Source: an optimization exercise on an open RTL-to-GDS flow (aim: small area, a short achievable clock period and few clock cycles). Production flows keep margins and buffers that such runs may drop. Function was checked by simulation only, so behaviour that the tests miss may differ from the original. Power and IR drop assume default switching activity.

==> design/flow/design.v <==
`timescale 1ns / 1ps
`default_nettype none
package rsrt_pkg;
    localparam int SLOT_COUNT = 16;
    localparam int COUNT_BITS = 8;
    localparam int SLOT_W     = $clog2(SLOT_COUNT);
    localparam int SUM_W      = COUNT_BITS + SLOT_W;
    localparam int CNT_W      = SLOT_W + 1;
    localparam int NUM_W      = SUM_W + 1;
    localparam int DEN_W      = CNT_W + 1;
    localparam int DCNT_W     = $clog2(NUM_W + 1);
    localparam int ADD_W      = COUNT_BITS + 9;
    localparam int PROD_W     = 16 + COUNT_BITS;
    localparam int CFG_IDX_W  = 1;
    localparam logic [1:0] REQ_ADD    = 2'd0;
    localparam logic [1:0] REQ_CLEAR  = 2'd1;
    localparam logic [1:0] REQ_SMOOTH = 2'd2;
    localparam logic [1:0] REQ_STEP   = 2'd3;
    localparam logic [1:0] CASE_NONE   = 2'd0;
    localparam logic [1:0] CASE_EMPTY  = 2'd1;
    localparam logic [1:0] CASE_HIT    = 2'd2;
    localparam logic [1:0] CASE_MISSED = 2'd3;
    localparam logic [CFG_IDX_W-1:0] CFG_ACTIVATION = 1'd0;
    localparam logic [CFG_IDX_W-1:0] CFG_RATIO      = 1'd1;
    typedef struct packed {
        logic [1:0] req_type;
        logic [3:0] slot_index;
        logic [7:0] hit_amount;
    } rsrt_in_t;
    typedef struct packed {
        logic [7:0]  smoothed_mean;
        logic [7:0]  raw_mean;
        logic        entry_dismissed;
        logic        is_active;
        logic [15:0] regularity_score;
        logic [1:0]  step_case;
    } rsrt_out_t;
    typedef struct packed {
        logic load;
        logic exec;
        logic sweep1;
        logic sweep2;
        logic div_load;
        logic div_second;
        logic div_step;
        logic fin_raw;
        logic fin_mean;
        logic out_load;
    } rsrt_cmd_t;
    typedef struct packed {
        logic       last;
        logic       div_done;
        logic [1:0] req_type;
    } rsrt_status_t;
endpackage
`default_nettype wire
`timescale 1ns / 1ps
`default_nettype none
module rhythm_slot_regularity_tracker_unit (
    input  wire logic                 aclk,
    input  wire logic                 aresetn,
    input  wire logic                 s_valid,
    output logic                      s_ready,
    input  rsrt_pkg::rsrt_in_t             s_data,
    output logic                      m_valid,
    input  wire logic                 m_ready,
    output rsrt_pkg::rsrt_out_t                 m_data,
    input  wire logic                 cfg_valid,
    output logic                      cfg_ready,
    input  wire logic [rsrt_pkg::CFG_IDX_W-1:0] cfg_index,
    input  wire logic [15:0]          cfg_data
);
    localparam logic [1:0] T_ADD    = 2'd0;
    localparam logic [1:0] T_CLEAR  = 2'd1;
    localparam logic [1:0] T_SMOOTH = 2'd2;
    localparam logic [1:0] T_STEP   = 2'd3;
    localparam logic [3:0] SM_IDLE = 4'd0;
    localparam logic [3:0] SM_MUL  = 4'd1;
    localparam logic [3:0] SM_K    = 4'd2;
    localparam logic [3:0] SM_SW   = 4'd3;
    localparam logic [3:0] SM_SWE  = 4'd8;
    localparam logic [3:0] SM_2    = 4'd4;
    localparam logic [3:0] SM_3    = 4'd5;
    localparam logic [3:0] SM_4    = 4'd6;
    localparam logic [3:0] SM_5    = 4'd7;
    assign cfg_ready = 1'b1;
    logic [7:0]  hist [16];
    logic [7:0]  refr [16];
    logic [7:0]  mean_r;
    logic [15:0] score_r;
    logic [7:0]  act_r;
    logic [7:0]  lim_r;       
    logic        lim_small;   
    logic [15:0] nz_r;
    logic        rq_v;
    logic [1:0]  rq_t;
    logic [15:0] rq_o;
    logic [7:0]  rq_a;
    logic        ex_v;
    logic [1:0]  ex_t;
    logic [15:0] ex_o;
    logic [7:0]  ex_a;
    logic [7:0]  ex_h;
    logic [7:0]  ex_r;
    logic        srdy_r;
    logic        mv_r;
    logic [35:0] out_r;
    logic        sk_v;
    logic        sk_smo;
    logic [1:0]  sk_case;
    logic [7:0]  pk_r;
    logic [7:0]  lv_r;
    logic [6:0]  p3q_r;
    logic        p3c_r;
    logic        raise;
    logic        p3_ok;
    logic [3:0]  sm_st;
    logic [7:0]  acc_r;
    logic        sv_r;
    logic [11:0] csa_r, csb_r;
    logic [4:0]  cn_r;
    logic        dis_r;
    logic [7:0]  raw_r;
    logic [1:0]  p1q_r;
    logic [9:0]  p1r_r;
    logic [4:0]  p1n_r;
    logic [6:0]  p1n3_r;
    logic [5:0]  p2q_r;
    logic [5:0]  p2r_r;
    logic [4:0]  p2n_r;
    logic [6:0]  p2n3_r;
    assign s_ready = srdy_r;
    assign m_valid = mv_r;
    assign m_data  = out_r;
    function automatic logic lt_cin(input logic [7:0] a, input logic [7:0] b,
                                    input logic cin);
        logic c;
        c = cin;
        for (int k = 0; k < 8; k++)
            c = (~a[k] & b[k]) | (~a[k] & c) | (b[k] & c);
        lt_cin = c;
    endfunction
    function automatic logic [4:0] pc16(input logic [15:0] v);
        logic [1:0] a [8];
        logic [2:0] b [4];
        logic [3:0] c [2];
        for (int k = 0; k < 8; k++) a[k] = {1'b0, v[2*k]} + {1'b0, v[2*k+1]};
        for (int k = 0; k < 4; k++) b[k] = {1'b0, a[2*k]} + {1'b0, a[2*k+1]};
        for (int k = 0; k < 2; k++) c[k] = {1'b0, b[2*k]} + {1'b0, b[2*k+1]};
        pc16 = {1'b0, c[0]} + {1'b0, c[1]};
    endfunction
    function automatic logic ltm8(input logic [7:0] a, input logic [7:0] b);
        logic c;
        c = 1'b0;
        for (int k = 0; k < 8; k++)
            c = (~a[k] & b[k]) | (~a[k] & c) | (b[k] & c);
        ltm8 = c;
    endfunction
    function automatic logic ge6(input logic [5:0] a, input logic [5:0] b);
        logic c;
        c = 1'b0;
        for (int k = 0; k < 6; k++)
            c = (~a[k] & b[k]) | (~a[k] & c) | (b[k] & c);
        ge6 = ~c;
    endfunction
    function automatic logic [5:0] r4(input logic [5:0] x, input logic [4:0] n,
                                      input logic [6:0] n3);
        logic g1, g2, g3;
        logic [3:0] c1, c2, c3;
        g1 = x >= {1'b0, n};
        g2 = x >= {n, 1'b0};
        g3 = x >= n3[5:0];
        c1 = x[3:0] - n[3:0];
        c2 = x[3:0] - {n[2:0], 1'b0};
        c3 = x[3:0] - n3[3:0];
        if (g3)      r4 = {2'd3, c3};
        else if (g2) r4 = {2'd2, c2};
        else if (g1) r4 = {2'd1, c1};
        else         r4 = {2'd0, x[3:0]};
    endfunction
    logic        ex_add, ex_clr, ex_smo, ex_stp;
    logic        low_mean;
    logic        x2_done;
    logic [8:0]  add_s;
    logic [7:0]  add_v;
    logic        add_ex, clr_ex, stp_ex;
    logic [15:0] score_inc, score_dec, score_nx;
    logic [1:0]  case_nx;
    logic        sm_run;
    logic        k_cyc, sw_cyc, swe_cyc;
    logic        k2;
    logic [15:0] kp_o;
    logic [15:0] kill, nz;
    logic [15:0] ref_wo;
    logic [7:0]  bus;
    assign ex_add = ex_t == T_ADD;
    assign ex_clr = ex_t == T_CLEAR;
    assign ex_smo = ex_t == T_SMOOTH;
    assign ex_stp = ex_t == T_STEP;
    assign low_mean  = mean_r < act_r;
    assign x2_done = ex_v && !sk_v && (!ex_smo || sm_st == SM_5);
    assign add_ex  = x2_done && ex_add;
    assign clr_ex  = x2_done && ex_clr;
    assign stp_ex  = x2_done && ex_stp;
    assign add_s = {1'b0, ex_h} + {1'b0, ex_a};
    assign add_v = add_s[8] ? 8'hFF : add_s[7:0];
    assign score_inc = (score_r == 16'hFFFF) ? score_r : score_r + 16'd1;
    assign score_dec = (score_r == 16'h0000) ? score_r : score_r - 16'd1;
    logic st_act, st_e, st_g, st_nz, st_inc, st_dec;
    assign st_act   = ex_stp && !low_mean;
    assign st_nz    = ex_h != 8'd0;
    assign st_e     = !st_nz && ex_r == 8'd0;
    assign st_g     = ltm8(ex_r, ex_h);
    assign st_inc   = st_act && (st_e || st_g);
    assign st_dec   = st_act && st_nz && !st_g;
    assign case_nx  = {st_act && st_nz, st_act && (st_e || (st_nz && !st_g))};
    assign score_nx = st_inc ? score_inc : st_dec ? score_dec : score_r;
    assign ref_wo   = low_mean ? {ex_o[14:0], ex_o[15]} : ex_o;
    assign sm_run  = ex_v && ex_smo;
    assign k_cyc   = sm_run && ((sm_st == SM_IDLE && !sk_v && p3_ok && !lim_small) ||
                                sm_st == SM_K);
    assign sw_cyc  = sm_run && sm_st == SM_SW;
    assign swe_cyc = sm_run && sm_st == SM_SWE;
    assign k2   = sv_r && (sw_cyc || swe_cyc) && (ex_h != 8'd0) && (ex_h > acc_r);
    assign kp_o = {ex_o[0], ex_o[15:1]} & {16{k2}};
    always_comb begin
        for (int i = 0; i < 16; i++) begin
            nz[i]   = nz_r[i];
            kill[i] = lt_cin(hist[i], {1'b0, p3q_r}, p3c_r);
        end
    end
    assign bus = (add_ex && aresetn) ? add_v : 8'd0;
    logic [15:0] rsel;
    logic [7:0]  rd_h, rd_r, h_in, r_in;
    assign rsel = (sw_cyc ? ex_o : rq_o);
    always_comb begin
        rd_h = 8'd0;
        rd_r = 8'd0;
        for (int i = 0; i < 16; i++) begin
            rd_h = rd_h | (hist[i] & {8{rsel[i]}});
            rd_r = rd_r | (refr[i] & {8{rq_o[i]}});
        end
        if (add_ex && |(ex_o & rq_o)) h_in = add_v;
        else if (clr_ex)              h_in = 8'd0;
        else                          h_in = rd_h;
        if (stp_ex && |(ref_wo & rq_o)) r_in = low_mean ? rd_h : ex_h;
        else                            r_in = rd_r;
    end
    logic [11:0] tsa, tsb;
    logic [4:0]  tcnt;
    always_comb begin
        logic [11:0] w  [16];
        logic [11:0] l1 [11];
        logic [11:0] l2 [8];
        logic [11:0] l3 [6];
        logic [11:0] l4 [4];
        logic [11:0] l5 [3];
        for (int i = 0; i < 16; i++) w[i] = {4'd0, hist[i]};
        for (int j = 0; j < 5; j++) begin
            l1[2*j]   = w[3*j] ^ w[3*j+1] ^ w[3*j+2];
            l1[2*j+1] = ((w[3*j] & w[3*j+1]) | (w[3*j] & w[3*j+2]) |
                         (w[3*j+1] & w[3*j+2])) << 1;
        end
        l1[10] = w[15];
        for (int j = 0; j < 3; j++) begin
            l2[2*j]   = l1[3*j] ^ l1[3*j+1] ^ l1[3*j+2];
            l2[2*j+1] = ((l1[3*j] & l1[3*j+1]) | (l1[3*j] & l1[3*j+2]) |
                         (l1[3*j+1] & l1[3*j+2])) << 1;
        end
        l2[6] = l1[9];
        l2[7] = l1[10];
        for (int j = 0; j < 2; j++) begin
            l3[2*j]   = l2[3*j] ^ l2[3*j+1] ^ l2[3*j+2];
            l3[2*j+1] = ((l2[3*j] & l2[3*j+1]) | (l2[3*j] & l2[3*j+2]) |
                         (l2[3*j+1] & l2[3*j+2])) << 1;
        end
        l3[4] = l2[6];
        l3[5] = l2[7];
        for (int j = 0; j < 2; j++) begin
            l4[2*j]   = l3[3*j] ^ l3[3*j+1] ^ l3[3*j+2];
            l4[2*j+1] = ((l3[3*j] & l3[3*j+1]) | (l3[3*j] & l3[3*j+2]) |
                         (l3[3*j+1] & l3[3*j+2])) << 1;
        end
        l5[0] = l4[0] ^ l4[1] ^ l4[2];
        l5[1] = ((l4[0] & l4[1]) | (l4[0] & l4[2]) | (l4[1] & l4[2])) << 1;
        l5[2] = l4[3];
        tsa   = l5[0] ^ l5[1] ^ l5[2];
        tsb   = ((l5[0] & l5[1]) | (l5[0] & l5[2]) | (l5[1] & l5[2])) << 1;
        tcnt  = pc16(nz);
    end
    logic [7:0] peak_eff;
    logic [6:0] p3q_nx;
    logic       p3c_nx;
    assign raise    = ltm8(pk_r, lv_r);
    assign peak_eff = raise ? lv_r : pk_r;
    assign p3_ok = !raise;
    always_comb begin
        logic r1, r0, b, n1, n0;
        logic [7:0] q;
        r1 = 1'b0;
        r0 = 1'b0;
        for (int i = 7; i >= 0; i--) begin
            b    = peak_eff[i];
            q[i] = r1 | (r0 & b);
            n1   = (r0 & ~b) | (r1 & b);
            n0   = (~r1 & ~r0 & b) | (r1 & ~b);
            r1   = n1;
            r0   = n0;
        end
        p3q_nx = q[6:0];
        p3c_nx = r1 | r0;
    end
    logic [11:0] d1_s;
    logic [6:0]  d1_n3;
    logic [5:0]  d1_o;
    assign d1_s  = csa_r + csb_r;
    assign d1_n3 = {2'b0, cn_r} + {1'b0, cn_r, 1'b0};
    assign d1_o  = r4(d1_s[11:6], cn_r, d1_n3);
    logic [5:0] d2_a, d2_b;
    logic [5:0] d2_bk [4];
    always_comb begin
        logic [3:0] ck [4];
        ck[0] = p1r_r[7:4];
        ck[1] = p1r_r[7:4] - p1n_r[3:0];
        ck[2] = p1r_r[7:4] - {p1n_r[2:0], 1'b0};
        ck[3] = p1r_r[7:4] - p1n3_r[3:0];
        for (int k = 0; k < 4; k++) d2_bk[k] = r4({ck[k], p1r_r[3:2]}, p1n_r, p1n3_r);
    end
    assign d2_a = r4(p1r_r[9:4], p1n_r, p1n3_r);
    assign d2_b = d2_bk[d2_a[5:4]];
    logic [5:0] d3_o;
    logic [7:0] d3_q;
    logic       d3_nz, d3_rnd;
    logic [7:0] raw_nx;
    logic [7:0] mean_nx;
    logic       act_nx;
    assign d3_o    = r4(p2r_r, p2n_r, p2n3_r);
    assign d3_q    = {p2q_r, d3_o[5:4]};
    assign d3_nz   = p2n_r != 5'd0;
    assign raw_nx  = d3_nz ? d3_q : 8'd0;
    logic [5:0] p2q_inc;
    logic       hi_gt, hi_eq;
    logic [3:0] rc [4];
    logic [3:0] rnd_d, gt_d, ge_d;
    logic [7:0] mq_d [4];
    logic [7:0] mi_d [4];
    assign p2q_inc = p2q_r + 6'd1;
    assign hi_gt   = ltm8({2'b0, act_r[7:2]}, {2'b0, p2q_r});
    assign hi_eq   = p2q_r == act_r[7:2];
    always_comb begin
        rc[0] = p2r_r[3:0];
        rc[1] = p2r_r[3:0] - p2n_r[3:0];
        rc[2] = p2r_r[3:0] - {p2n_r[2:0], 1'b0};
        rc[3] = p2r_r[3:0] - p2n3_r[3:0];
        for (int d = 0; d < 4; d++) begin
            rnd_d[d] = !ltm8({3'b0, rc[d], 1'b0}, {3'b0, p2n_r});
            gt_d[d]  = hi_gt || (hi_eq && 2'(d) > act_r[1:0]);
            ge_d[d]  = hi_gt || (hi_eq && 2'(d) >= act_r[1:0]);
            mq_d[d]  = {p2q_r, 2'(d)};
            mi_d[d]  = (d == 3) ? {p2q_inc, 2'd0} : {p2q_r, 2'(d + 1)};
        end
    end
    always_comb begin
        logic [1:0] d;
        d       = d3_o[5:4];
        d3_rnd  = rnd_d[d];
        mean_nx = !d3_nz ? 8'd0 : d3_rnd ? mi_d[d] : mq_d[d];
        act_nx  = d3_nz && (d3_rnd ? ge_d[d] : gt_d[d]);
    end
    logic [35:0] res;
    always_comb begin
        if (sk_v)
            res = {mean_r, sk_smo ? raw_r : 8'd0, sk_smo && dis_r, mean_r > act_r,
                   score_r, sk_case};
        else if (ex_smo)
            res = {mean_nx, raw_r, dis_r, act_nx, score_r, 2'd0};
        else
            res = {mean_r, 8'd0, 1'b0, mean_r > act_r, score_nx, case_nx};
    end
    logic accept, advance, out_free, rq_v_n, ex_v_n, ex_smo_n, sk_v_n, x2c_n;
    logic [3:0] sm_st_n;
    assign accept   = s_valid && srdy_r;
    assign advance  = rq_v && (!ex_v || x2_done);
    assign out_free = !mv_r || m_ready;
    assign rq_v_n   = accept || (rq_v && !advance);
    assign ex_v_n   = advance || (ex_v && !x2_done);
    assign ex_smo_n = advance ? (rq_t == T_SMOOTH) : ex_smo;
    assign sk_v_n   = sk_v ? !out_free : (x2_done && !out_free);
    always_comb begin
        sm_st_n = sm_st;
        if (sm_run) begin
            unique case (sm_st)
                SM_IDLE: if (!sk_v && p3_ok) sm_st_n = lim_small ? SM_MUL : SM_2;
                SM_MUL:  if (ex_o[7]) sm_st_n = SM_K;
                SM_K:    sm_st_n = SM_SW;
                SM_SW:   if (ex_o[15]) sm_st_n = SM_SWE;
                SM_SWE:  sm_st_n = SM_2;
                SM_2:    sm_st_n = SM_3;
                SM_3:    sm_st_n = SM_4;
                SM_4:    sm_st_n = SM_5;
                SM_5:    if (!sk_v) sm_st_n = SM_IDLE;
                default: sm_st_n = SM_IDLE;
            endcase
        end
    end
    assign x2c_n = !ex_v_n || (!sk_v_n && (!ex_smo_n || sm_st_n == SM_5));
    always_ff @(posedge aclk) begin
        if (!aresetn) begin
            rq_v   <= 1'b0;
            ex_v   <= 1'b0;
            srdy_r <= 1'b1;
            mv_r   <= 1'b0;
            sk_v   <= 1'b0;
            sm_st  <= SM_IDLE;
        end else begin
            rq_v   <= rq_v_n;
            ex_v   <= ex_v_n;
            srdy_r <= !rq_v_n || x2c_n;
            sk_v   <= sk_v_n;
            mv_r   <= sk_v || x2_done || (mv_r && !m_ready);
            sm_st  <= sm_st_n;
        end
    end
    always_ff @(posedge aclk) begin
        if (accept) begin
            rq_t <= s_data.req_type;
            rq_a <= s_data.hit_amount;
            rq_o <= 16'd1 << ((s_data.req_type == T_STEP) ? s_data.slot_index - 4'd1
                                                         : s_data.slot_index);
        end
        if (advance) begin
            ex_t <= rq_t;
            ex_a <= rq_a;
            ex_o <= rq_o;
            ex_h <= h_in;
            ex_r <= r_in;
        end else if (sm_run && sm_st == SM_IDLE) begin
            ex_o <= 16'd1;
        end else if (k_cyc || sw_cyc || (sm_run && sm_st == SM_MUL)) begin
            ex_o <= k_cyc ? 16'd1 : {ex_o[14:0], ex_o[15]};
            ex_h <= rd_h;
        end
        if (out_free && (sk_v || x2_done)) out_r <= res;
        if (!sk_v && x2_done && !out_free) begin
            sk_smo  <= ex_smo;
            sk_case <= case_nx;
        end
    end
    always_ff @(posedge aclk) begin
        for (int i = 0; i < 16; i++) begin
            if (!aresetn || clr_ex || (k_cyc && kill[i]) || kp_o[i])
                nz_r[i] <= 1'b0;
            else if (add_ex && ex_o[i] && ex_a != 8'd0)
                nz_r[i] <= 1'b1;
        end
    end
    always_ff @(posedge aclk) begin
        for (int i = 0; i < 16; i++) begin
            if (!aresetn || clr_ex || (k_cyc && kill[i]) ||
                (add_ex && ex_o[i]) || kp_o[i])
                hist[i] <= bus;
        end
        if (!aresetn) begin
            for (int i = 0; i < 16; i++) refr[i] <= 8'd0;
            mean_r  <= 8'd0;
            score_r <= 16'd0;
            act_r   <= 8'd4;
            lim_r     <= 8'hFF;
            lim_small <= 1'b0;
        end else begin
            if (cfg_valid) begin
                if (cfg_index == 1'b0) act_r <= cfg_data[7:0];
                else begin
                    lim_r     <= cfg_data[7:0];
                    lim_small <= cfg_data[15:8] == 8'd0;
                end
            end
            for (int i = 0; i < 16; i++) begin
                if (stp_ex && ref_wo[i])
                    refr[i] <= hist[i];
            end
            if (stp_ex) score_r <= score_nx;
            if (x2_done && ex_smo) mean_r <= mean_nx;
        end
    end
    always_ff @(posedge aclk) begin
        if (!aresetn || clr_ex) begin
            pk_r  <= 8'd0;
            lv_r  <= 8'd0;
            p3q_r <= 7'd0;
            p3c_r <= 1'b0;
        end else begin
            pk_r  <= (k_cyc && lim_small) ? 8'd0 : peak_eff;
            lv_r  <= add_ex ? add_v
                   : (sv_r && (sw_cyc || swe_cyc) && !k2) ? ex_h : 8'd0;
            p3q_r <= p3q_nx;
            p3c_r <= p3c_nx;
        end
    end
    always_ff @(posedge aclk) begin
        p1q_r  <= d1_o[5:4];
        p1r_r  <= {d1_o[3:0], d1_s[5:0]};
        p1n_r  <= cn_r;
        p1n3_r <= d1_n3;
    end
    always_ff @(posedge aclk) begin
        if (sm_run) begin
            if (sm_st == SM_IDLE) acc_r <= 8'd0;
            if (sm_st == SM_MUL) begin
                acc_r <= 8'(({1'b0, acc_r} + (|(lim_r & ex_o[7:0]) ? {1'b0, pk_r} : 9'd0)) >> 1);
            end
            sv_r <= sw_cyc;
            if (sm_st == SM_IDLE || sm_st == SM_K || sm_st == SM_2) begin
                csa_r <= tsa;
                csb_r <= tsb;
                cn_r  <= tcnt;
            end
            if (k_cyc) dis_r <= |(kill & nz);
            if (k2)    dis_r <= 1'b1;
            if (sm_st == SM_3 || sm_st == SM_4) begin
                p2q_r  <= {p1q_r, d2_a[5:4], d2_b[5:4]};
                p2r_r  <= {d2_b[3:0], p1r_r[1:0]};
                p2n_r  <= p1n_r;
                p2n3_r <= p1n3_r;
            end
            if (sm_st == SM_4) raw_r <= raw_nx;
        end
    end
endmodule
`default_nettype wire
==> design/flow/run.sh <==
#!/bin/bash
# synth_recipe.tcl (not shown) runs the flow's synth.tcl, then flattens the netlist and writes it again
# the make line also repeats each setting of config.mk as NAME=value (left out here)
make -C /OpenROAD-flow-scripts/flow DESIGN_CONFIG=/design/flow/config.mk WORK_HOME=/design/flow/orfs CLKGATE_MAP_FILE= SYNTH_SCRIPT=/design/flow/synth_recipe.tcl finish
==> design/flow/config.mk <==
export PLATFORM = sky130hd
export DESIGN_NAME = rhythm_slot_regularity_tracker_unit
export DESIGN_NICKNAME = rhythm_slot_regularity_tracker_unit
export VERILOG_FILES = /design/flow/design.v
export SDC_FILE = /design/flow/constraint.sdc
export NUM_CORES = 4
export LEC_CHECK = 0
export CAP_MARGIN = 20
export CORE_MARGIN = 2
export CORE_UTILIZATION = 40
export SLEW_MARGIN = 20
==> design/flow/constraint.sdc <==
create_clock -name core_clock -period 10.0 [get_ports {aclk}]
set_input_delay 2.0000 -clock core_clock [delete_from_list [all_inputs] [get_ports {aclk}]]
set_output_delay 2.0000 -clock core_clock [all_outputs]
set_load 0.01 [all_outputs]
==> results.json, run 1 <==
{
  "status": "finished clean",
  "wirelength_mm": 101,
  "layout_common_cells": "edfxtp_1 (301), inv_1 (283), dfxtp_1 (240)",
  "ys_seq_area_frac": 0.423,
  "layout_commonest_cell": "edfxtp_1",
  "cts.sinks": 541,
  "grt_pass1_vias": 23300,
  "ys_seq_elements": 541,
  "finalNonFillerCells": 4250,
  "area_delta_synth_final_pct": 11.6,
  "hold_violations": 0,
  "dieWidth_microns": 290,
  "gp_congestion": 0.935,
  "setup_violations": 0,
  "path_cells": "nor2b_1, a2111oi_2, a211oi_1, a311oi_4, mux2i_1, inv_1, ha_1, nor4b_1, a31oi_1, mux2_2, mux2i_1, a21oi_4, nor2_1, a21oi_1, a21oi_1",
  "initial_utilization": 0.405,
  "clockBufferDepth": 3,
  "startpoint_type": "flip-flop",
  "cts_hold_buf": 0,
  "worstPathMaxFanout": 15,
  "diodes": 0,
  "min_period_ps": 4650,
  "drive_gt1_frac": 0.0608,
  "setup_tns_ps": 0,
  "grtUsageTotal": 0.234,
  "avgSynthCellArea_sq_um": 10.5,
  "first_iter_violations": 2624,
  "ff2ff_setup_slack_ps": 5350,
  "worstSetupEndpointType": "flip-flop",
  "grt_pass1_wl_mm": 150,
  "routedWlPerCell_microns": 23.7,
  "maxCapViolations": 0,
  "n_fill_cell": 7540,
  "portBuffers": 73,
  "fin_skew_ps": 25.1,
  "grt_overflow": 0,
  "cp_data_arrival_time_ps": 5120,
  "dieArea_sq_um": 84100,
  "io_pins": 75,
  "drc": 0,
  "dp_slack_ps": 5380,
  "rsz0062_at_grt": "no",
  "grt_max_degree": 114,
  "vias": 24500,
  "worst_pin_slew_ps": 1120,
  "layout.nets": 3476,
  "syn_area_sq_um": 32700,
  "setup_slack_ps": 5350,
  "postRouteAntennaNets": 0,
  "die_h_microns": 290,
  "critPathMaxStageDelay_ps": 900,
  "postSynthCellCount": 3116,
  "totalPowerFinal_mw": 7.33,
  "async_flop_share": 0,
  "grt_antenna_before_repair": 2,
  "first_pass_iters": 6,
  "insertion_delay_ps": 640,
  "cts_buffers": 57,
  "placed_cells": 4143,
  "pwr_density_cell_nw_per_um2": 201,
  "viasPerCell": 5.76,
  "cp_slowest_cell": "a311oi_4",
  "fmax_mhz": 215,
  "fin_hold_ws_ps": 359,
  "cts_max_level": 2,
  "cpLargestDelayFamily": "compound AO/OA/AOI/OAI gates",
  "ys.flop_type": "edfxtp_1",
  "final_core_util": 0.452,
  "clk_pin_slew_worst_paths_ps": 70,
  "synth_edf_count": 301,
  "peakVddDrop_mv": 0.130,
  "hpwl_mm": 75.3,
  "rows": 104,
  "final_area_sq_um": 36500,
  "cts_setup_buffers": 0,
  "hp-class": "reg -> reg",
  "worst-endpoint-required_ps": 10470,
  "cts_tree": "built",
  "ys_warn_count": 17,
  "cts-root-buf": "clkbuf_16",
  "placed_cell_area_sq_um": 34500,
  "path_buf_inv": 1,
  "final-max-slew-violation-count": 0,
  "max_slew_margin": 0.251,
  "core-area_sq_um": 80800,
  "leakage_nw": 14.0,
  "synth_nets": 3450,
  "finalCritPeriodShare": 0.465,
  "yosysUniqueCellTypes": 84,
  "cts-resized-gates": 0,
  "worstSetupPathType": "reg -> reg"
}
## registers in the layout, summed over array words and instances, names as in the netlist, 10 cells and up
| register | flops |
|---|---|
| csa_r | 11 |
| csb_r | 10 |
| ex_o | 16 |
| hist | 128 |
| nz_r | 16 |
| out_r | 36 |
| p1r_r | 10 |
| refr | 128 |
| rq_o | 16 |
| score_r | 16 |
## final timing paths
path / start / to / cells after the start
max: pk_r[5] / p3q_r[1] / 15
min: csa_r[1] / p1r_r[1] / 0
max reg2reg: pk_r[5] / p3q_r[1] / 15
min reg2reg: csa_r[1] / p1r_r[1] / 0
## cell usage after synthesis, types with 8 or more instances
cell type	count	area share
a211oi_1	17	0.0039
a21boi_0	23	0.0053
a21o_1	72	0.017
a21oi_1	134	0.020
a221oi_1	56	0.015
a22o_1	50	0.013
a22oi_1	67	0.015
a2bb2oi_1	14	0.0037
a31oi_1	15	0.0029
and2_1	53	0.010
buf_1	10	0.0011
clkbuf_1	121	0.014
dfxtp_1	240	0.15
edfxtp_1	301	0.28
fa_1	134	0.082
ha_1	164	0.063
inv_1	283	0.032
maj3_1	38	0.012
mux2_2	41	0.014
mux2i_1	185	0.057
nand2_1	167	0.019
nand2b_1	58	0.011
nand3_1	64	0.0098
nand4_1	31	0.0059
nor2_1	180	0.021
nor2b_1	169	0.032
nor3_1	21	0.0032
nor3b_1	12	0.0028
nor4_1	13	0.0025
o211ai_1	10	0.0023
o21a_1	21	0.0048
o21ai_0	91	0.014
o221ai_1	17	0.0045
o22ai_1	23	0.0044
o2bb2ai_1	13	0.0035
or3_1	8	0.0015
xnor2_1	48	0.013
xor2_1	33	0.0088
## layout make-up
class | instances | area, sq um | share of cell area
Inverter | 284 | 1070 | 0.0292
Timing Repair Buffer | 102 | 953 | 0.0261
Tap cell | 1060 | 1330 | 0.0363
Multi-Input combinational cell | 2156 | 17300 | 0.475
Sequential cell | 541 | 13800 | 0.379
Clock buffer | 73 | 1570 | 0.0429
Clock inverter | 34 | 410 | 0.0112
## worst reg2reg max path: stages (launching register included)
cell	delay, ps
dfxtp_1	370
nor2b_1	190
a2111oi_2	380
a211oi_1	170
a311oi_4	910
mux2i_1	390
inv_1	110
ha_1	330
nor4b_1	280
a31oi_1	70
mux2_2	280
mux2i_1	250
a21oi_4	110
nor2_1	140
a21oi_1	60
a21oi_1	440
## cell families after synthesis
logic type | Yosys count | synth area share
muxes | 227 | 0.0710
buffers and inverters | 419 | 0.0487
adders and majority gates | 336 | 0.156
xor gates and xnor gates | 81 | 0.0217
AOI/OAI and AO/OA | 696 | 0.151
DFF | 541 | 0.423
and+or+nand+nor | 815 | 0.128
other | 1 | 0.000115
## power breakdown
| group | switching [mW] | leakage, nW | total [mW] | internal, mW |
|---|---|---|---|---|
| logic | 1.34 | 8.17 | 2.34 | 1.00 |
| registers | 0.172 | 4.91 | 2.72 | 2.55 |
| clock network | 0.947 | 0.950 | 2.27 | 1.32 |
| total | 2.45 | 14.0 | 7.33 | 4.87 |
## routing by layer
metal,share of wire,global-route usage
met1,0.44,0.323
met2,0.44,0.367
met3,0.073,0.0376
met4,0.046,0.0922
met5,0,0
Testbench counts, summed over its fixed seeds: cycles 24,042.
==> run 2: changes to the inputs <==
--- a/design/flow/design.v
+++ b/design/flow/design.v
@@ -295,5 +295,5 @@
     assign peak_eff = raise ? lv_r : pk_r;
     assign p3_ok = !raise;
-    always_comb begin
+    function automatic logic [7:0] div3(input logic [7:0] x);
         logic r1, r0, b, n1, n0;
         logic [7:0] q;
@@ -301,5 +301,5 @@
         r0 = 1'b0;
         for (int i = 7; i >= 0; i--) begin
-            b    = peak_eff[i];
+            b    = x[i];
             q[i] = r1 | (r0 & b);
             n1   = (r0 & ~b) | (r1 & b);
@@ -308,7 +308,11 @@
             r0   = n0;
         end
-        p3q_nx = q[6:0];
-        p3c_nx = r1 | r0;
-    end
+        div3 = {q[6:0], r1 | r0};
+    endfunction
+    logic [7:0] p3_pk, p3_lv;
+    assign p3_pk  = div3(pk_r);
+    assign p3_lv  = div3(lv_r);
+    assign p3q_nx = raise ? p3_lv[7:1] : p3_pk[7:1];
+    assign p3c_nx = raise ? p3_lv[0] : p3_pk[0];
     logic [11:0] d1_s;
     logic [6:0]  d1_n3;
==> results.json, run 2 <==
{
  "status": "finished clean",
  "vias": 26800,
  "peakVddDrop_mv": 0.146,
  "synth_nets": 3669,
  "grt_overflow": 0,
  "ff2ff_setup_slack_ps": 5560,
  "r2r_start": "p3q_r[0]",
  "grt_pass1_wl_mm": 167,
  "worst-endpoint-required_ps": 10270,
  "pwr_density_cell_nw_per_um2": 206,
  "postRouteAntennaNets": 0,
  "setup_violations": 0,
  "finalCritPeriodShare": 0.444,
  "diodes": 0,
  "leakage_nw": 14.5,
  "top_regs": "hist: 128 flops, refr: 128 flops, out_r: 36 flops",
  "seqPwrFrac": 0.359,
  "synth_most_common_cell": "inv_1",
  "fin_skew_ps": 26.2,
  "layout_common_cells": "inv_1 (311), edfxtp_1 (301), nor2_1 (296)",
  "fin_hold_ws_ps": 347,
  "first_iter_violations": 2954,
  "gp_congestion": 0.986,
  "synth_common_cells": "inv_1 (311), edfxtp_1 (301), nor2_1 (296)",
  "drive_gt1_frac": 0.0643,
  "grt_pass1_vias": 25600,
  "switchingPower_mw": 2.68,
  "io_pins": 75,
  "fmax_mhz": 225,
  "ys_top_cells_by_area": "edfxtp_1 (27%), dfxtp_1 (14%), fa_1 (8.1%)",
  "placed_cells": 4376,
  "dieWidth_microns": 293,
  "rsz0062_at_grt": "no",
  "avgSynthCellArea_sq_um": 10.0,
  "ys_seq_elements": 541,
  "synth_top_area_cell": "edfxtp_1",
  "ys_warn_count": 17,
  "initial_utilization": 0.405,
  "maxCapViolations": 0,
  "finalNonFillerCells": 4489,
  "yosysUniqueCellTypes": 88,
  "ys_seq_area_frac": 0.416,
  "die_h_microns": 293,
  "worstSetupEndpointType": "flip-flop",
  "wirelength_mm": 112,
  "syn_area_sq_um": 33300,
  "cts_tree": "built",
  "reg2reg_depth": 8,
  "dieArea_sq_um": 85600,
  "insertion_delay_ps": 650,
  "holdPathStages": 0,
  "first_pass_iters": 6,
  "startpoint_type": "flip-flop",
  "min_to": "p1r_r[1]",
  "grt_antenna_before_repair": 0,
  "max_slew_margin": 0.161,
  "hp-class": "reg -> reg",
  "worst_pin_slew_ps": 1260,
  "hpwl_mm": 82.5,
  "worstPathMaxFanout": 14,
  "ys.flop_type": "edfxtp_1",
  "hold_violations": 0,
  "grt_max_degree": 88,
  "synth_top_area_frac": 0.271,
  "placed_cell_area_sq_um": 35200,
  "cp_data_arrival_time_ps": 4710,
  "cts-root-buf": "clkbuf_16",
  "async_flop_share": 0,
  "core-area_sq_um": 82200,
  "final_area_sq_um": 37300,
  "cts-resized-gates": 0,
  "cts_hold_buf": 0,
  "clk_pin_slew_worst_paths_ps": 60,
  "switching_share": 0.349,
  "routedWlPerCell_microns": 24.9,
  "grtUsageTotal": 0.257,
  "clockBufferDepth": 3,
  "cts_buffers": 59,
  "hold_start": "csa_r[1]",
  "clkPwrFrac": 0.304,
  "rows": 105,
  "min_period_ps": 4440,
  "synth_edf_count": 301,
  "area_delta_synth_final_pct": 11.9,
  "cts_max_level": 2,
  "setup_tns_ps": 0,
  "layout.nets": 3705,
  "drc": 0,
  "cts_setup_buffers": 0,
  "portBuffers": 73,
  "worstSetupPathType": "reg -> reg",
  "power_frac_comb": 0.337,
  "final-max-slew-violation-count": 0,
  "viasPerCell": 5.98,
  "cts.sinks": 541,
  "reg2reg_to": "hist[1][6]",
  "intPower_mw": 5.01,
  "layout_commonest_cell": "inv_1",
  "postSynthCellCount": 3332
}
[run 2: cell types whose count changed after synthesis, moves of 13 or more]
cell	before	now
nor2_1	180	296
nor2b_1	169	66
nand2_1	167	267
a21o_1	72	33
nand3_1	64	95
nor3_1	21	50
inv_1	283	311
and2_1	53	28
mux2i_1	185	161
o21ai_0	91	108
a21oi_2	0	16
a211oi_1	17	30
[run 2: final cells by class]
type,instances,area (sq um)
Timing Repair Buffer,115,1050
Tap cell,1070,1340
Multi-Input combinational cell,2335,17800
Sequential cell,541,13800
Clock inverter,35,404
Fill cell,7754,45000
Clock buffer,77,1670
Inverter,316,1190
[run 2: metrics by stage]
stage / power, mW / utilization / setup slack (ps)
4_1_cts: 7.72 / 0.453 / 5750
3_3_place_gp: 5.34 / 0.428 / 5500
3_5_place_dp: 5.39 / 0.428 / 5470
6_report: 7.69 / 0.453 / 5560
5_1_grt: 8.17 / 0.453 / 5420
2_1_floorplan: 4.56 / - / 4400
[run 2: worst max path at each step]
stage,start,endpoint,slack [ps],depth (start not counted)
final,p3q_r[0],hist[1][6],5560,8
after global routing,p3q_r[0],hist[1][4],5420,8
after CTS,p3q_r[0],hist[1][4],5750,8
after detailed placement,aresetn,hist[6][4],5470,4
after global placement,aresetn,hist[6][4],5500,4
after floorplan,ex_t[0],cn_r[0],4400,4
[run 2: power groups by stage]
| stage | clock [mW] | sequential, mW | combinational, mW |
|---|---|---|---|
| 2_1_floorplan | 0 | 2.69 | 1.86 |
| 3_3_place_gp | 0 | 2.80 | 2.53 |
| 3_5_place_dp | 0 | 2.80 | 2.59 |
| 4_1_cts | 2.36 | 2.76 | 2.61 |
| 5_1_grt | 2.45 | 2.77 | 2.95 |
| 6_report | 2.34 | 2.76 | 2.59 |
[run 2: cell families after synthesis]
logic type / count (synthesis) / share of synthesized area
xor gates and xnor gates: 83 / 0.0218
adders and majority gates: 332 / 0.153
muxes: 196 / 0.0603
DFF: 541 / 0.416
AOI/OAI and AO/OA: 753 / 0.161
other: 1 / 0.000113
and+or+nand+nor: 970 / 0.137
buffers and inverters: 456 / 0.0522
[run 2: worst max-delay path, stage by stage, from the launching register on]
cell       delay [ps]
dfxtp_1           750
nor2_1            400
a2111oi_0         670
o311ai_0          200
a211oi_1          800
nor2_1            130
maj3_1            370
nor3_1            250
a211o_1           490
[run 2: routing by layer]
metal / global-route usage / up-vias / routed length [microns] / share of wire
met3: 0.0424 / 273 / 9820 / 0.088
met5: 0 / - / 0 / 0
met2: 0.400 / 1367 / 49800 / 0.45
met4: 0.101 / 0 / 4850 / 0.043
li1: - / 12100 / - / -
met1: 0.357 / 13100 / 47200 / 0.42
Testbench counts of run 2, summed over its fixed seeds: cycles 24,042.
==> run 3: changes to the inputs <==
--- a/design/flow/design.v
+++ b/design/flow/design.v
@@ -199,5 +199,7 @@
     assign ex_stp = ex_t == T_STEP;
     assign low_mean  = mean_r < act_r;
-    assign x2_done = ex_v && !sk_v && (!ex_smo || sm_st == SM_5);
+    logic nk;
+    assign nk      = !dis_r && !lim_small;
+    assign x2_done = ex_v && !sk_v && (!ex_smo || sm_st == SM_5 || (sm_st == SM_4 && nk));
     assign add_ex  = x2_done && ex_add;
     assign clr_ex  = x2_done && ex_clr;
@@ -378,5 +380,5 @@
                    score_r, sk_case};
         else if (ex_smo)
-            res = {mean_nx, raw_r, dis_r, act_nx, score_r, 2'd0};
+            res = {mean_nx, (sm_st == SM_4) ? raw_nx : raw_r, dis_r, act_nx, score_r, 2'd0};
         else
             res = {mean_r, 8'd0, 1'b0, mean_r > act_r, score_nx, case_nx};
@@ -402,5 +404,5 @@
                 SM_2:    sm_st_n = SM_3;
                 SM_3:    sm_st_n = SM_4;
-                SM_4:    sm_st_n = SM_5;
+                SM_4:    sm_st_n = !nk ? SM_5 : !sk_v ? SM_IDLE : SM_4;
                 SM_5:    if (!sk_v) sm_st_n = SM_IDLE;
                 default: sm_st_n = SM_IDLE;
@@ -408,5 +410,6 @@
         end
     end
-    assign x2c_n = !ex_v_n || (!sk_v_n && (!ex_smo_n || sm_st_n == SM_5));
+    assign x2c_n = !ex_v_n || (!sk_v_n && (!ex_smo_n || sm_st_n == SM_5 ||
+                                           (sm_st_n == SM_4 && nk)));
     always_ff @(posedge aclk) begin
         if (!aresetn) begin
@@ -522,5 +525,5 @@
             if (k_cyc) dis_r <= |(kill & nz);
             if (k2)    dis_r <= 1'b1;
-            if (sm_st == SM_3 || sm_st == SM_4) begin
+            if (sm_st == SM_3 || (sm_st == SM_4 && !nk)) begin
                 p2q_r  <= {p1q_r, d2_a[5:4], d2_b[5:4]};
                 p2r_r  <= {d2_b[3:0], p1r_r[1:0]};
==> results.json, run 3 <==
{
  "status": "finished clean",
  "initial_utilization": 0.403,
  "maxCapViolations": 0,
  "seqPwrFrac": 0.361,
  "fin_skew_ps": 30.5,
  "portBuffers": 73,
  "hold_violations": 0,
  "peakVddDrop_mv": 0.152,
  "rows": 106,
  "cts_tree": "built",
  "ys_seq_area_frac": 0.412,
  "n_fill_cell": 7859,
  "clk_pin_slew_worst_paths_ps": 60,
  "synth_top_area_frac": 0.269,
  "synth_most_common_cell": "edfxtp_1",
  "drc": 0,
  "grt_pass1_vias": 25400,
  "max_slew_margin": 0.112,
  "core-area_sq_um": 83400,
  "routedWlPerCell_microns": 25.7,
  "setup_tns_ps": 0,
  "ys_seq_elements": 541,
  "synth_nets": 3650,
  "grt_antenna_before_repair": 2,
  "cp_data_arrival_time_ps": 4670,
  "worst_pin_slew_ps": 1330,
  "cts.sinks": 541,
  "postSynthCellCount": 3314,
  "cts_setup_buffers": 0,
  "layout_common_cells": "edfxtp_1 (301), inv_1 (297), dfxtp_1 (240)",
  "syn_area_sq_um": 33600,
  "ff2ff_setup_slack_ps": 5610,
  "cts_max_level": 2,
  "dieWidth_microns": 294,
  "avgSynthCellArea_sq_um": 10.1,
  "clockBufferDepth": 3,
  "cts-resized-gates": 0,
  "grt_pass1_wl_mm": 170,
  "postRouteAntennaNets": 0,
  "grt_max_degree": 98,
  "layout.nets": 3684,
  "cts_hold_buf": 0,
  "top_regs": "hist: 128 flops, refr: 128 flops, out_r: 36 flops",
  "async_flop_share": 0,
  "cts_buffers": 59,
  "synth_edf_count": 301,
  "wirelength_mm": 115,
  "fmax_mhz": 228,
  "switchingPower_mw": 2.64,
  "layout_commonest_cell": "edfxtp_1",
  "setup_slack_ps": 5610,
  "worst-endpoint-required_ps": 10280,
  "final-max-slew-violation-count": 0,
  "area_delta_synth_final_pct": 11.8,
  "cts-root-buf": "clkbuf_16",
  "die_h_microns": 294,
  "gp_congestion": 0.968,
  "reg2reg_depth": 9,
  "viasPerCell": 5.99,
  "worstSetupEndpointType": "flip-flop",
  "synth_common_cells": "edfxtp_1 (301), inv_1 (297), dfxtp_1 (240)",
  "rsz0062_at_grt": "no",
  "yosysUniqueCellTypes": 95,
  "clkPwrFrac": 0.308,
  "hp-class": "reg -> reg",
  "synth_top_area_cell": "edfxtp_1",
  "ys_warn_count": 17,
  "first_pass_iters": 8,
  "power_frac_comb": 0.331,
  "holdPathStages": 0,
  "pwr_density_cell_nw_per_um2": 202,
  "dp_slack_ps": 5330,
  "setup_violations": 0,
  "io_pins": 75,
  "intPower_mw": 4.96,
  "fin_hold_ws_ps": 356,
  "grt_overflow": 0,
  "startpoint_type": "flip-flop",
  "hpwl_mm": 84.8,
  "first_iter_violations": 3092,
  "insertion_delay_ps": 660,
  "ys.flop_type": "edfxtp_1",
  "worstSetupPathType": "reg -> reg",
  "ys_top_cells_by_area": "edfxtp_1 (27%), dfxtp_1 (14%), fa_1 (8.0%)",
  "switching_share": 0.347,
  "finalCritPeriodShare": 0.439,
  "drive_gt1_frac": 0.0680,
  "dieArea_sq_um": 86400,
  "grtUsageTotal": 0.263,
  "leakage_nw": 14.5,
  "vias": 26800,
  "diodes": 0,
  "worstPathMaxFanout": 10,
  "min_period_ps": 4390
}
==> run 3: changes by cell type in the layout (fill, tap and decap cells not counted), sizes merged, moves of 18 or more <==
cell / before / now
o21ai: 112 / 153
nand3: 95 / 59
nor2: 296 / 169
nor2b: 66 / 170
nor3: 50 / 69
nand2: 267 / 236
nand2b: 70 / 52
a21o: 33 / 52
a221oi: 71 / 47
a21boi: 12 / 38
==> run 3: critical path, cell delays in order, from the launching register on <==
cell	delay, ps
dfxtp_1	680
nand2_1	520
o21a_1	250
maj3_1	350
maj3_1	360
maj3_1	430
a211oi_1	570
o31ai_1	190
o21ai_1	210
a21o_1	430
==> run 3: stage by stage <==
step | instances | cell area, sq um | power [mW] | util
5_1_grt | 4479 | 37600 | 8.06 | 0.451
3_5_place_dp | 4367 | 35500 | 5.28 | 0.426
2_1_floorplan | 3314 | 33600 | 4.49 | -
6_report | 4479 | 37600 | 7.60 | 0.451
4_1_cts | 4479 | 37600 | 7.63 | 0.451
3_3_place_gp | 4367 | 35500 | 5.26 | 0.426
==> run 3: final cells by class <==
cell class	count	area, sq um	share of cell area
well taps	1080	1350	0.0359
clock inverters	41	437	0.0116
repair buffers	117	1060	0.0282
flip-flops and latches	541	13800	0.368
multi-input cells	2328	18100	0.483
clock buffers	71	1630	0.0433
inverters	301	1130	0.0301
==> run 3: kinds of logic (layout without fill, tap and decap cells) <==
logic type / count (synthesis) / after routing / synth area share
other: 1 / 1 / 0.000112
AND/OR/NAND/NOR: 912 / 912 / 0.138
buffers and inverters: 445 / 530 / 0.0508
AO/OA/AOI/OAI: 819 / 819 / 0.171
adder cells (fa/ha/maj): 328 / 328 / 0.150
flip-flops: 541 / 541 / 0.412
multiplexers: 191 / 191 / 0.0585
XOR/XNOR: 77 / 77 / 0.0201
==> run 3: routing by layer <==
metal | GRT usage | wire length (microns) | up-vias
li1 | - | - | 12100
met1 | 0.373 | 49700 | 13000
met2 | 0.396 | 49700 | 1404
met3 | 0.0468 | 10500 | 317
met4 | 0.109 | 5360 | 4
met5 | 0 | 27 | -
==> run 3: final timing paths <==
kind | from | end
setup / recovery | p3q_r[0] | hist[2][0]
hold / removal | csa_r[0] | p1r_r[0]
setup reg to reg | p3q_r[0] | hist[2][0]
hold reg to reg | csa_r[0] | p1r_r[0]
==> run 3: power by group through the flow <==
stage / Sequential [mW] / Clock [mW] / Combinational (mW)
2_1_floorplan: 2.69 / 0 / 1.80
3_3_place_gp: 2.79 / 0 / 2.48
3_5_place_dp: 2.79 / 0 / 2.50
4_1_cts: 2.74 / 2.36 / 2.53
5_1_grt: 2.75 / 2.45 / 2.86
6_report: 2.75 / 2.34 / 2.52
Testbench counts of run 3, summed over its fixed seeds: cycles 23,224.
==> run 4: changes to the inputs <==
--- a/design/flow/design.v
+++ b/design/flow/design.v
@@ -189,4 +189,6 @@
     logic        sm_run;
     logic        k_cyc, sw_cyc, swe_cyc;
+    logic        ek_cyc;      
+    logic        ek_r;        
     logic        k2;
     logic [15:0] kp_o;
@@ -220,7 +222,11 @@
     assign ref_wo   = low_mean ? {ex_o[14:0], ex_o[15]} : ex_o;
     assign sm_run  = ex_v && ex_smo;
+    assign ek_cyc  = rq_v && rq_t == T_SMOOTH && !ek_r && !lim_small && p3_ok && !sk_v &&
+                     (!ex_v || ex_stp);
     assign k_cyc   = sm_run && ((sm_st == SM_IDLE && !sk_v && p3_ok && !lim_small) ||
                                 sm_st == SM_K);
     assign sw_cyc  = sm_run && sm_st == SM_SW;
+    logic  kill_cyc;
+    assign kill_cyc = k_cyc || ek_cyc;
     assign swe_cyc = sm_run && sm_st == SM_SWE;
     assign k2   = sv_r && (sw_cyc || swe_cyc) && (ex_h != 8'd0) && (ex_h > acc_r);
@@ -409,4 +415,5 @@
             endcase
         end
+        if (advance && rq_t == T_SMOOTH && (ek_r || ek_cyc)) sm_st_n = SM_2;
     end
     assign x2c_n = !ex_v_n || (!sk_v_n && (!ex_smo_n || sm_st_n == SM_5 ||
@@ -420,4 +427,5 @@
             sk_v   <= 1'b0;
             sm_st  <= SM_IDLE;
+            ek_r   <= 1'b0;
         end else begin
             rq_v   <= rq_v_n;
@@ -427,4 +435,5 @@
             mv_r   <= sk_v || x2_done || (mv_r && !m_ready);
             sm_st  <= sm_st_n;
+            ek_r   <= (ek_r || ek_cyc) && !advance;
         end
     end
@@ -456,5 +465,5 @@
     always_ff @(posedge aclk) begin
         for (int i = 0; i < 16; i++) begin
-            if (!aresetn || clr_ex || (k_cyc && kill[i]) || kp_o[i])
+            if (!aresetn || clr_ex || (kill_cyc && kill[i]) || kp_o[i])
                 nz_r[i] <= 1'b0;
             else if (add_ex && ex_o[i] && ex_a != 8'd0)
@@ -464,5 +473,5 @@
     always_ff @(posedge aclk) begin
         for (int i = 0; i < 16; i++) begin
-            if (!aresetn || clr_ex || (k_cyc && kill[i]) ||
+            if (!aresetn || clr_ex || (kill_cyc && kill[i]) ||
                 (add_ex && ex_o[i]) || kp_o[i])
                 hist[i] <= bus;
@@ -512,4 +521,10 @@
     end
     always_ff @(posedge aclk) begin
+        if (ek_cyc) begin
+            csa_r <= tsa;
+            csb_r <= tsb;
+            cn_r  <= tcnt;
+            dis_r <= |(kill & nz);
+        end
         if (sm_run) begin
             if (sm_st == SM_IDLE) acc_r <= 8'd0;
==> results.json, run 4 <==
{
  "peakVddDrop_mv": 0.156,
  "synth_most_common_cell": "nand2_1",
  "synth_edf_count": 274,
  "intPower_mw": 5.34,
  "clkPwrFrac": 0.267,
  "ys_top_cells_by_area": "edfxtp_1 (24%), dfxtp_1 (16%), fa_1 (7.9%)",
  "layout_common_cells": "nand2_1 (320), inv_1 (303), edfxtp_1 (274)",
  "grt_overflow": 0,
  "routedWlPerCell_microns": 25.1,
  "top_regs": "hist: 128 flops, refr: 128 flops, out_r: 36 flops",
  "synth_top_area_cell": "edfxtp_1",
  "worst-endpoint-required_ps": 10550,
  "cts.sinks": 545,
  "io_pins": 75,
  "async_flop_share": 0,
  "cpLargestDelayFamily": "simple AND/OR/NAND/NOR gates",
  "worstSetupPathType": "reg -> reg",
  "dp_slack_ps": 5680,
  "avgSynthCellArea_sq_um": 9.80,
  "max_slew_margin": 0.166,
  "startpoint_type": "flip-flop",
  "maxCapViolations": 0,
  "drc": 0,
  "cts_hold_buf": 0,
  "worstPathMaxFanout": 25,
  "hp-class": "reg -> reg",
  "critPathMaxStageDelay_ps": 940,
  "worstSetupEndpointType": "flip-flop",
  "setup_slack_ps": 5660,
  "insertion_delay_ps": 640,
  "wirelength_mm": 118,
  "leakage_nw": 14.7,
  "vias": 27900,
  "cp_common_cell": "a21o_1",
  "fin_skew_ps": 35.9,
  "clk_pin_slew_worst_paths_ps": 70,
  "initial_utilization": 0.402,
  "use_met3": 0.0426,
  "fmax_mhz": 230,
  "clockBufferDepth": 3,
  "dieArea_sq_um": 87600,
  "path_cells": "inv_1, ha_1, a21o_1, a21o_1, a21oi_2, nand2_2, mux2i_1, nor2_1, nand2_1, a21boi_0",
  "area_delta_synth_final_pct": 11.3,
  "grt_pass1_vias": 26700,
  "portBuffers": 73,
  "ff2ff_setup_slack_ps": 5660,
  "cp_slowest_cell": "nor2_1",
  "viasPerCell": 5.94,
  "final-max-slew-violation-count": 0,
  "core-area_sq_um": 84900,
  "hpwl_mm": 87.9,
  "diodes": 0,
  "synth_common_cells": "nand2_1 (320), inv_1 (303), edfxtp_1 (274)",
  "rsz0062_at_grt": "no",
  "final_area_sq_um": 38000,
  "setup_violations": 0,
  "synth_top_area_frac": 0.241,
  "ys_seq_elements": 545,
  "layout.nets": 3835,
  "grt_max_degree": 98,
  "pwr_density_cell_nw_per_um2": 225,
  "fin_hold_ws_ps": 409,
  "syn_area_sq_um": 34100,
  "gr-usage-met2": 0.406,
  "grt_pass1_wl_mm": 175,
  "synth_nets": 3819,
  "postRouteAntennaNets": 0,
  "grtUsageTotal": 0.267,
  "switching_share": 0.374,
  "placed_cell_area_sq_um": 35900,
  "seqCellArea_sq_um": 13700,
  "cts_tree": "built",
  "cts-resized-gates": 0,
  "finalCritPeriodShare": 0.434,
  "yosysUniqueCellTypes": 103,
  "busiest_layer": "met2",
  "use_met1": 0.365,
  "dieWidth_microns": 296,
  "switchingPower_mw": 3.19,
  "ys.flop_type": "edfxtp_1",
  "ys_warn_count": 17,
  "ys_seq_area_frac": 0.400,
  "min_period_ps": 4340,
  "first_iter_violations": 3320,
  "status": "finished clean",
  "worst_pin_slew_ps": 1250,
  "layout_commonest_cell": "nand2_1",
  "cp_data_arrival_time_ps": 4890,
  "cts_max_level": 2,
  "rows": 107,
  "die_h_microns": 296,
  "multiInputGateArea_sq_um": 18700,
  "postSynthCellCount": 3481,
  "cts-root-buf": "clkbuf_16",
  "setup_tns_ps": 0,
  "gp_congestion": 1.02,
  "drive_gt1_frac": 0.0674,
  "cts_buffers": 58,
  "hold_violations": 0,
  "grt_antenna_before_repair": 1,
  "first_pass_iters": 9,
  "power_frac_comb": 0.412,
  "final_core_util": 0.447,
  "path_buf_inv": 1,
  "n_fill_cell": 8141,
  "cts_setup_buffers": 0,
  "seqPwrFrac": 0.321
}
==> run 4: cell count changes in the layout (fill, tap and decap cells not counted), sizes merged, moves of 16 or more <==
cell    previous run  this run
nand2            236       322
a21boi            38        95
o21ai            153       209
mux2i            151       107
nor2b            170       128
dfxtp            240       271
nor3              69        41
edfxtp           301       274
a211oi            42        20
a21o              52        70
a222oi            19         2
nand4             28        44
==> run 4: cell families after synthesis <==
logic type | share of synthesized area
compound gates | 0.194
xor+xnor | 0.0193
fa+ha+maj | 0.149
buf+inv | 0.0522
flops | 0.400
mux | 0.0489
other cells | 0.000110
simple gates | 0.136
==> run 4: power groups by stage <==
stage	logic, mW	clock network, mW	registers [mW]
5_1_grt	3.97	2.38	2.75
6_report	3.51	2.28	2.74
4_1_cts	3.49	2.30	2.74
2_1_floorplan	2.64	0	2.66
3_5_place_dp	3.46	0	2.78
3_3_place_gp	3.43	0	2.78
==> run 4: per-stage QoR <==
stage / power, mW / std cells
2_1_floorplan: 5.31 / 3481
3_3_place_gp: 6.22 / 4578
3_5_place_dp: 6.24 / 4580
4_1_cts: 8.53 / 4688
5_1_grt: 9.10 / 4689
6_report: 8.54 / 4689
==> run 4: worst register-to-register path: stages, from the launching register on <==
cell,delay [ps]
dfxtp_1,340
inv_1,100
ha_1,310
a21o_1,180
a21o_1,180
a21oi_2,550
nand2_2,570
mux2i_1,480
nor2_1,940
nand2_1,390
a21boi_0,230
==> run 4: path summary, 6_finish.rpt <==
| kind | end | startpoint | cells after the start |
|---|---|---|---|
| max reg2reg | refr[4][6] | act_r[5] | 10 |
| max | refr[4][6] | act_r[5] | 10 |
| min | p1n_r[3] | cn_r[3] | 0 |
| min reg2reg | p1n_r[3] | cn_r[3] | 0 |
==> run 4: layout make-up <==
type | instances | area share
tap | 1144 | 0.0377
multi-input combinational | 2476 | 0.493
clock inverter | 32 | 0.00765
clock buffer | 76 | 0.0452
inverter | 309 | 0.0306
timing repair buffer | 107 | 0.0262
sequential | 545 | 0.360
==> run 4: metal layers <==
layer / share of wire / up-vias / wire, microns
met4: 0.060 / 0 / 7100
li1: - / 12600 / -
met1: 0.42 / 13500 / 49600
met3: 0.088 / 342 / 10400
met2: 0.43 / 1437 / 50700
met5: 0 / - / 0
Testbench counts of run 4, summed over its fixed seeds: cycles 22,632.
==> run 5: changes to the inputs <==
--- a/design/flow/design.v
+++ b/design/flow/design.v
@@ -88,4 +88,6 @@
     logic [7:0]  refr [16];
     logic [7:0]  mean_r;
+    logic        low_r;       
+    logic        actf_r;      
     logic [15:0] score_r;
     logic [7:0]  act_r;
@@ -118,4 +120,5 @@
     logic [7:0]  acc_r;
     logic        sv_r;
+    logic        sw_r;        
     logic [11:0] csa_r, csb_r;
     logic [4:0]  cn_r;
@@ -200,5 +203,5 @@
     assign ex_smo = ex_t == T_SMOOTH;
     assign ex_stp = ex_t == T_STEP;
-    assign low_mean  = mean_r < act_r;
+    assign low_mean  = low_r;
     logic nk;
     assign nk      = !dis_r && !lim_small;
@@ -241,5 +244,5 @@
     logic [15:0] rsel;
     logic [7:0]  rd_h, rd_r, h_in, r_in;
-    assign rsel = (sw_cyc ? ex_o : rq_o);
+    assign rsel = (rq_o & {16{!sw_r}}) | (ex_o & {16{sw_r}});
     always_comb begin
         rd_h = 8'd0;
@@ -347,4 +350,5 @@
     logic [7:0] mean_nx;
     logic       act_nx;
+    logic       low_nx;
     assign d3_o    = r4(p2r_r, p2n_r, p2n3_r);
     assign d3_q    = {p2q_r, d3_o[5:4]};
@@ -379,14 +383,16 @@
         mean_nx = !d3_nz ? 8'd0 : d3_rnd ? mi_d[d] : mq_d[d];
         act_nx  = d3_nz && (d3_rnd ? ge_d[d] : gt_d[d]);
+        low_nx  = !d3_nz ? act_r != 8'd0
+                : d3_rnd ? !ge_d[d] && mi_d[d] != act_r : !ge_d[d];
     end
     logic [35:0] res;
     always_comb begin
         if (sk_v)
-            res = {mean_r, sk_smo ? raw_r : 8'd0, sk_smo && dis_r, mean_r > act_r,
+            res = {mean_r, sk_smo ? raw_r : 8'd0, sk_smo && dis_r, actf_r,
                    score_r, sk_case};
         else if (ex_smo)
             res = {mean_nx, (sm_st == SM_4) ? raw_nx : raw_r, dis_r, act_nx, score_r, 2'd0};
         else
-            res = {mean_r, 8'd0, 1'b0, mean_r > act_r, score_nx, case_nx};
+            res = {mean_r, 8'd0, 1'b0, actf_r, score_nx, case_nx};
     end
     logic accept, advance, out_free, rq_v_n, ex_v_n, ex_smo_n, sk_v_n, x2c_n;
@@ -428,5 +434,7 @@
             sm_st  <= SM_IDLE;
             ek_r   <= 1'b0;
+            sw_r   <= 1'b0;
         end else begin
+            sw_r   <= sm_run && sm_st_n == SM_SW;
             rq_v   <= rq_v_n;
             ex_v   <= ex_v_n;
@@ -480,4 +488,6 @@
             for (int i = 0; i < 16; i++) refr[i] <= 8'd0;
             mean_r  <= 8'd0;
+            low_r   <= 1'b1;
+            actf_r  <= 1'b0;
             score_r <= 16'd0;
             act_r   <= 8'd4;
@@ -486,5 +496,9 @@
         end else begin
             if (cfg_valid) begin
-                if (cfg_index == 1'b0) act_r <= cfg_data[7:0];
+                if (cfg_index == 1'b0) begin
+                    act_r  <= cfg_data[7:0];
+                    low_r  <= mean_r < cfg_data[7:0];
+                    actf_r <= mean_r > cfg_data[7:0];
+                end
                 else begin
                     lim_r     <= cfg_data[7:0];
@@ -497,5 +511,9 @@
             end
             if (stp_ex) score_r <= score_nx;
-            if (x2_done && ex_smo) mean_r <= mean_nx;
+            if (x2_done && ex_smo) begin
+                mean_r <= mean_nx;
+                low_r  <= low_nx;
+                actf_r <= act_nx;
+            end
         end
     end
==> results.json, run 5 <==
{
  "status": "finished clean",
  "cts_buffers": 60,
  "dieWidth_microns": 295,
  "ys_top_cells_by_area": "edfxtp_1 (24%), dfxtp_1 (16%), fa_1 (7.9%)",
  "cts-root-buf": "clkbuf_16",
  "pwr_density_cell_nw_per_um2": 218,
  "max_slew_margin": 0.188,
  "syn_area_sq_um": 33900,
  "reg2reg_depth": 11,
  "avgSynthCellArea_sq_um": 9.78,
  "grtUsageTotal": 0.286,
  "routedWlPerCell_microns": 27.0,
  "cts-resized-gates": 0,
  "layout_commonest_cell": "nor2_1",
  "synth_most_common_cell": "nor2_1",
  "hpwl_mm": 91.5,
  "insertion_delay_ps": 660,
  "peakVddDrop_mv": 0.174,
  "synth_top_area_frac": 0.243,
  "cp_slowest_cell": "fa_1",
  "min_period_ps": 4360,
  "cts_hold_buf": 0,
  "cts_setup_buffers": 0,
  "worstSetupEndpointType": "flip-flop",
  "final-max-slew-violation-count": 0,
  "critPathMaxStageDelay_ps": 700,
  "grt_pass1_wl_mm": 182,
  "hp-class": "reg -> reg",
  "final_area_sq_um": 38000,
  "layout.nets": 3841,
  "drc": 0,
  "leakage_nw": 14.7,
  "io_pins": 75,
  "postSynthCellCount": 3468,
  "hold_violations": 0,
  "viasPerCell": 6.01,
  "worst_pin_slew_ps": 1220,
  "dieArea_sq_um": 87100,
  "area_delta_synth_final_pct": 12.1,
  "rows": 106,
  "clockBufferDepth": 3,
  "cts.sinks": 548,
  "first_iter_violations": 3255,
  "grt_overflow": 0,
  "setup_violations": 0,
  "fmax_mhz": 229,
  "cts_max_level": 2,
  "cp-endpoint": "csa_r[2]",
  "async_flop_share": 0,
  "ys.flop_type": "edfxtp_1",
  "clk_pin_slew_worst_paths_ps": 60,
  "portBuffers": 73,
  "core-area_sq_um": 83800,
  "synth_top_area_cell": "edfxtp_1",
  "setup_tns_ps": 0,
  "initial_utilization": 0.405,
  "worstSetupPathType": "reg -> reg",
  "wirelength_mm": 127,
  "fin_hold_ws_ps": 414,
  "cp_data_arrival_time_ps": 4890,
  "worst-endpoint-required_ps": 10530,
  "top_regs": "hist: 128 flops, refr: 128 flops, out_r: 36 flops",
  "rsz0062_at_grt": "no",
  "placed_cell_area_sq_um": 35900,
  "r2r_start": "hist[9][2]",
  "grt_max_degree": 79,
  "gp_congestion": 1.01,
  "drive_gt1_frac": 0.0706,
  "startpoint_type": "flip-flop",
  "vias": 28200,
  "layout_common_cells": "nor2_1 (325), inv_1 (314), edfxtp_1 (274)",
  "path_cells": "fa_1, inv_1, fa_1, inv_1, fa_1, inv_1, fa_1, inv_1, fa_1, fa_1, mux2_2",
  "final_core_util": 0.454,
  "grt_pass1_vias": 26100,
  "ff2ff_setup_slack_ps": 5640,
  "maxCapViolations": 0,
  "n_fill_cell": 8047,
  "fin_skew_ps": 26.3,
  "ys_warn_count": 17,
  "worstPathMaxFanout": 4,
  "reg2reg_to": "csa_r[2]",
  "finalNonFillerCells": 4692,
  "finalCritPeriodShare": 0.436,
  "synth_edf_count": 274,
  "synth_nets": 3806,
  "ys_seq_elements": 548,
  "first_pass_iters": 8,
  "cp_common_cell": "fa_1",
  "cts_tree": "built",
  "yosysUniqueCellTypes": 91,
  "grt_antenna_before_repair": 9,
  "die_h_microns": 295,
  "postRouteAntennaNets": 0,
  "crit_start": "hist[9][2]",
  "ys_seq_area_frac": 0.404,
  "placed_cells": 4575,
  "synth_common_cells": "nor2_1 (335), inv_1 (315), dfxtp_1 (274), edfxtp_1 (274), nand2_1 (245)"
}
[run 5: changes by cell type in the layout (fill, tap and decap cells not counted), moves of 12 or more]
cell / previous run / this run
a21boi_0: 94 / 14
o21ai_0: 204 / 126
buf_4: 33 / 54
a21oi_1: 157 / 194
o211ai_1: 11 / 27
nand2_1: 320 / 244
nor2_1: 172 / 325
nand4_1: 43 / 27
a21o_1: 70 / 52
nor2b_1: 127 / 66
a22oi_1: 58 / 94
mux2i_1: 107 / 166
a221oi_1: 60 / 48
[run 5: layout make-up]
| cell class | instances | area (sq um) | area share |
|---|---|---|---|
| sequential | 548 | 13700 | 0.361 |
| inverter | 317 | 1190 | 0.0314 |
| clock inverter | 35 | 423 | 0.0111 |
| timing repair buffer | 127 | 1130 | 0.0297 |
| tap | 1134 | 1420 | 0.0373 |
| multi-input combinational | 2449 | 18500 | 0.485 |
| antenna | 3 | 7.51 | 0.000197 |
| clock buffer | 79 | 1690 | 0.0443 |
[run 5: cells by family after synthesis]
kind of cell,Yosys count,share of synthesized area
simple gates,973,0.134
compound gates,858,0.174
flops,548,0.404
buf+inv,471,0.0535
fa+ha+maj,324,0.148
mux,217,0.0659
xor+xnor,76,0.0196
other cells,1,0.000111
[run 5: layer usage]
metal  track usage  wire length, microns
met5             0                    37
met4         0.125                  6570
met3        0.0674                 13700
met2         0.428                 53700
met1         0.394                 52500
[run 5: worst min-delay path by stage]
| stage | startpoint | to | slack, ps | cells past startpoint |
|---|---|---|---|---|
| 2_1_floorplan | cn_r[3] | p1n_r[3] | 380 | 0 |
| 4_1_cts | p1r_r[1] | p2r_r[1] | 410 | 0 |
| 3_5_place_dp | p1r_r[1] | p2r_r[1] | 400 | 0 |
| 6_report | p1r_r[1] | p2r_r[1] | 410 | 0 |
| 5_1_grt | rq_a[5] | ex_a[5] | 430 | 0 |
| 3_3_place_gp | p1r_r[1] | p2r_r[1] | 390 | 0 |
[run 5: worst max-delay path, delay by kind of cell (launching register included)]
family	cells	cell delay (ps)
buf+inv	4	240
fa+ha+maj	6	3160
mux	1	260
flops	1	580
[run 5: stage by stage]
stage / power [mW] / worst slack, ps
4_1_cts: 8.33 / 5640
2_1_floorplan: 5.08 / 5760
6_report: 8.30 / 5640
3_5_place_dp: 5.95 / 5450
5_1_grt: 8.89 / 5270
3_3_place_gp: 5.93 / 5480
[run 5: power by group]
group / total [mW] / switching, mW / internal (mW) / leakage [nW]
combinational: 3.15 / 1.78 / 1.36 / 8.73
sequential: 2.78 / 0.242 / 2.54 / 4.92
clock: 2.38 / 1.00 / 1.38 / 1.03
Testbench counts of run 5, summed over its fixed seeds: cycles 22,632.

[port drivers added, routing unchanged]
The results above use ideal ports. As a check the final layouts listed here were re-extracted and re-timed, cells and wires unchanged.
Step 1: set_driving_cell puts a clkbuf_16 on aclk and a buf_2 on each other input, an assumption about the parent block.
Step 2 times the ports against the registers' clock, not the clock port: input delays grow and output delays shrink by t, the midpoint of the rising clock arrivals with the driver on.
Three values: ideal, step 1, step 2; two values: the first two.
| run | shift t [ns] | setup slack, ns | hold WS [ns] | worst data-port slew with drivers (ns) | pins driven straight from the clock port |
|---|---|---|---|---|---|
| run 1 | 0.688 | 5.347 / 5.347 / 5.347 | 0.359 / 0.359 / 0.359 | 0.09 | 1 |
| run 2 | 0.701 | 5.558 / 5.558 / 5.406 | 0.347 / 0.347 / 0.347 | 0.12 | 1 |
| run 3 | 0.710 | 5.611 / 5.611 / 5.225 | 0.356 / 0.356 / 0.356 | 0.13 | 1 |
| run 4 | 0.681 | 5.655 / 5.655 / 5.655 | 0.409 / 0.409 / 0.409 | 0.06 | 1 |
| run 5 | 0.710 | 5.641 / 5.641 / 5.381 | 0.414 / 0.414 / 0.414 | 0.04 | 1 |
After both steps setup and hold are still met in every run listed. The setup slack of run 3, which loses most, moves by 0.000 ns with the drivers and by -0.386 ns with both steps.
